Background: an optimization exercise with open tools, aiming at small area and a short achievable clock period. Do not read the settings as production practice. In this exercise RTL edits were held to simulation tests only and were not proved equivalent to the original. Power is estimated from default activity; no workload was simulated.

Setup of rev 12:
==> flow/design.v (excerpt) <==
module coef_dot_product (
    input  wire          i_clk,
    input  wire          i_sync_rst,
    input  wire          s_awvalid,
    input  wire [31:0]   s_awaddr,
    output wire          s_awready,
    input  wire          s_wvalid,
    input  wire [31:0]   s_wdata,
    input  wire [3:0]    s_wstrb,
    output wire          s_wready,
    output wire          s_bvalid,
    output wire [1:0]    s_bresp,
    input  wire          s_bready,
    input  wire          s_arvalid,
    input  wire [31:0]   s_araddr,
    output wire          s_arready,
    output wire          s_rvalid,
    output wire [31:0]   s_rdata,
    output wire [1:0]    s_rresp,
    input  wire          s_rready,
    input  wire [127:0]  i_vec,
    input  wire          i_vec_valid,
    output wire [31:0]   o_prod,
    output wire          o_prod_valid
);
    coef_dot_product_top u_top (
        .i_clk        (i_clk),
        .i_sync_rst   (i_sync_rst),
        .s_awvalid    (s_awvalid),
        .s_awaddr     (s_awaddr),
        .s_awready    (s_awready),
        .s_wvalid     (s_wvalid),
        .s_wdata      (s_wdata),
        .s_wstrb      (s_wstrb),
        .s_wready     (s_wready),
        .s_bvalid     (s_bvalid),
        .s_bresp      (s_bresp),
        .s_bready     (s_bready),
        .s_arvalid    (s_arvalid),
        .s_araddr     (s_araddr),
        .s_arready    (s_arready),
        .s_rvalid     (s_rvalid),
        .s_rdata      (s_rdata),
        .s_rresp      (s_rresp),
        .s_rready     (s_rready),
        .i_vec        (i_vec),
        .i_vec_valid  (i_vec_valid),
        .o_prod       (o_prod),
        .o_prod_valid (o_prod_valid)
    );
endmodule
clock: 9.0 ns
lec_check: 0
cap_margin: 20
core_margin: 2
core_utilization: 60
place_density: 0.7
slew_margin: 20
synth_hierarchical: 1
standard.sh (not shown) runs the stock make flow with config.mk's settings and CLKGATE_MAP_FILE= SYNTH_SCRIPT=/design/flow/synth_recipe.tcl, a recipe that flattens the netlist after the stock synthesis.
==> flow/flow/run.sh <==
#!/bin/bash
set -euo pipefail
bash standard.sh SETUP_SLACK_MARGIN=6.0 finish > flow_make.log 2>&1
Rev 12 did not stop at any stage, and its layout met the timing, design-rule and antenna checks.
For rev 13, these inputs were changed with respect to rev 12:
==> flow/flow/run.sh <==
#!/bin/bash
set -euo pipefail
bash standard.sh SETUP_SLACK_MARGIN=5.8 finish > flow_make.log 2>&1
--- outcome ---
Met2 track utilization from global routing (higher): rev 12
Of rev 13 and rev 12, the higher total vias in the final route belongs to rev 12.
Compared with rev 12, rev 13 shows a higher sequential share of layout area.
Going from rev 12 to rev 13, the clock-cell share of area was found to have gone up by 0.47 points.
Pre-CTS worst setup slack for rev 13: 27 ps up relative to rev 12

* * *

Another version of the RTL of coef_dot_product (not shown whole).
Size in the first run: roughly 4000 cells after synthesis, about 310 I/O pins.
export LEC_CHECK = 0
export CAP_MARGIN = 20
export CORE_MARGIN = 2
export CORE_UTILIZATION = 50
export CTS_CLUSTER_DIAMETER = 100
export CTS_CLUSTER_SIZE = 20
export PLACE_DENSITY = 0.6
export SLEW_MARGIN = 60
export SYNTH_HIERARCHICAL = 1
create_clock -name core_clock -period 9.0 [get_ports {i_clk}]
==> flow/flow/run.sh <==
#!/bin/bash
set -euo pipefail
bash standard.sh "BUFFER_PORTS_ARGS=-buffer_cell sky130_fd_sc_hd__buf_2" \
    SETUP_SLACK_MARGIN=6.0 finish > flow_make.log 2>&1
The first run completed with no timing, DRC or antenna violations.
Then changed:
==> flow/flow/run.sh (replaced) <==
#!/bin/bash
set -euo pipefail
bash standard.sh "BUFFER_PORTS_ARGS=-buffer_cell sky130_fd_sc_hd__buf_2" \
    SETUP_SLACK_MARGIN=6.1 finish > flow_make.log 2>&1
CORE_UTILIZATION = 40   (was 50)
PLACE_DENSITY = 0.5   (was 0.6)
The changed run produced a clean layout.
Die area increases by 25%.
Maximum frequency increases by 0.40%.
Register-to-register slack gains 0.05 ns.
Routed wire length increases by 5.2%.
Then changed:
==> flow/flow/run.sh (replaced) <==
#!/bin/bash
set -euo pipefail
bash standard.sh "BUFFER_PORTS_ARGS=-buffer_cell sky130_fd_sc_hd__buf_2" \
    SETUP_SLACK_MARGIN=6.0 finish > flow_make.log 2>&1
CORE_UTILIZATION = 35   (was 40)
PLACE_DENSITY = 0.45   (was 0.5)
Sequential power decreases by about 0.7%.
Routed wire length increases by 1.5%.
Cell area decreases by about 2.3%.
Worst hold slack stays flat.
Then changed:
CORE_UTILIZATION = 40   (was 35)
PLACE_DENSITY = 0.5   (was 0.45)
The changed run completed with no timing, DRC or antenna violations.
Clock-buffer cell count went down by 1.
Non-clock buffer count went down by 1.
Total power went down by about 2.2%.
Die area went down by about 12%.
Maximum frequency went up by about 1.4%.
Critical path depth went down by 4.
Combinational power hardly moves.
Setup slack gains 0.045 ns.
Register-to-register slack gains 0.07 ns.

static timing again, ports no longer ideal:
In the flow no input, the clock included, has a driving cell. The finished layouts below were timed again as built, in two steps. Step 1 sets driving cells, clkbuf_16 on the clock port and buf_2 on the other inputs (assumed; they add their load-dependent delay and slew). Step 2, shift: input delay + t, output delay - t, t = (earliest + latest rising clock arrival at the registers) / 2. This alone moves slack from input paths to output paths. Slacks: no drivers / after step 1 / after step 2; pairs: no drivers / after step 1.
run	t (ns)	setup slack, ns	hold WS [ns]
rev 12	0.776	5.922 / 5.859 / 5.217	0.327 / 0.327 / 0.327
rev 13	0.803	5.705 / 5.705 / 5.040	0.336 / 0.336 / 0.336
the first run of note 2	0.808	5.854 / 5.847 / 5.301	0.331 / 0.331 / 0.331
the second run of note 2	0.809	5.867 / 5.782 / 5.367	0.434 / 0.434 / 0.434
the third run of note 2	0.814	5.848 / 5.794 / 5.357	0.436 / 0.436 / 0.436
the fourth run of note 2	0.813	5.892 / 5.808 / 5.242	0.347 / 0.347 / 0.347
After both steps setup and hold are still met in every run listed. The setup slack of rev 12, which loses most, moves by -0.063 ns with the drivers and by -0.705 ns with both steps.
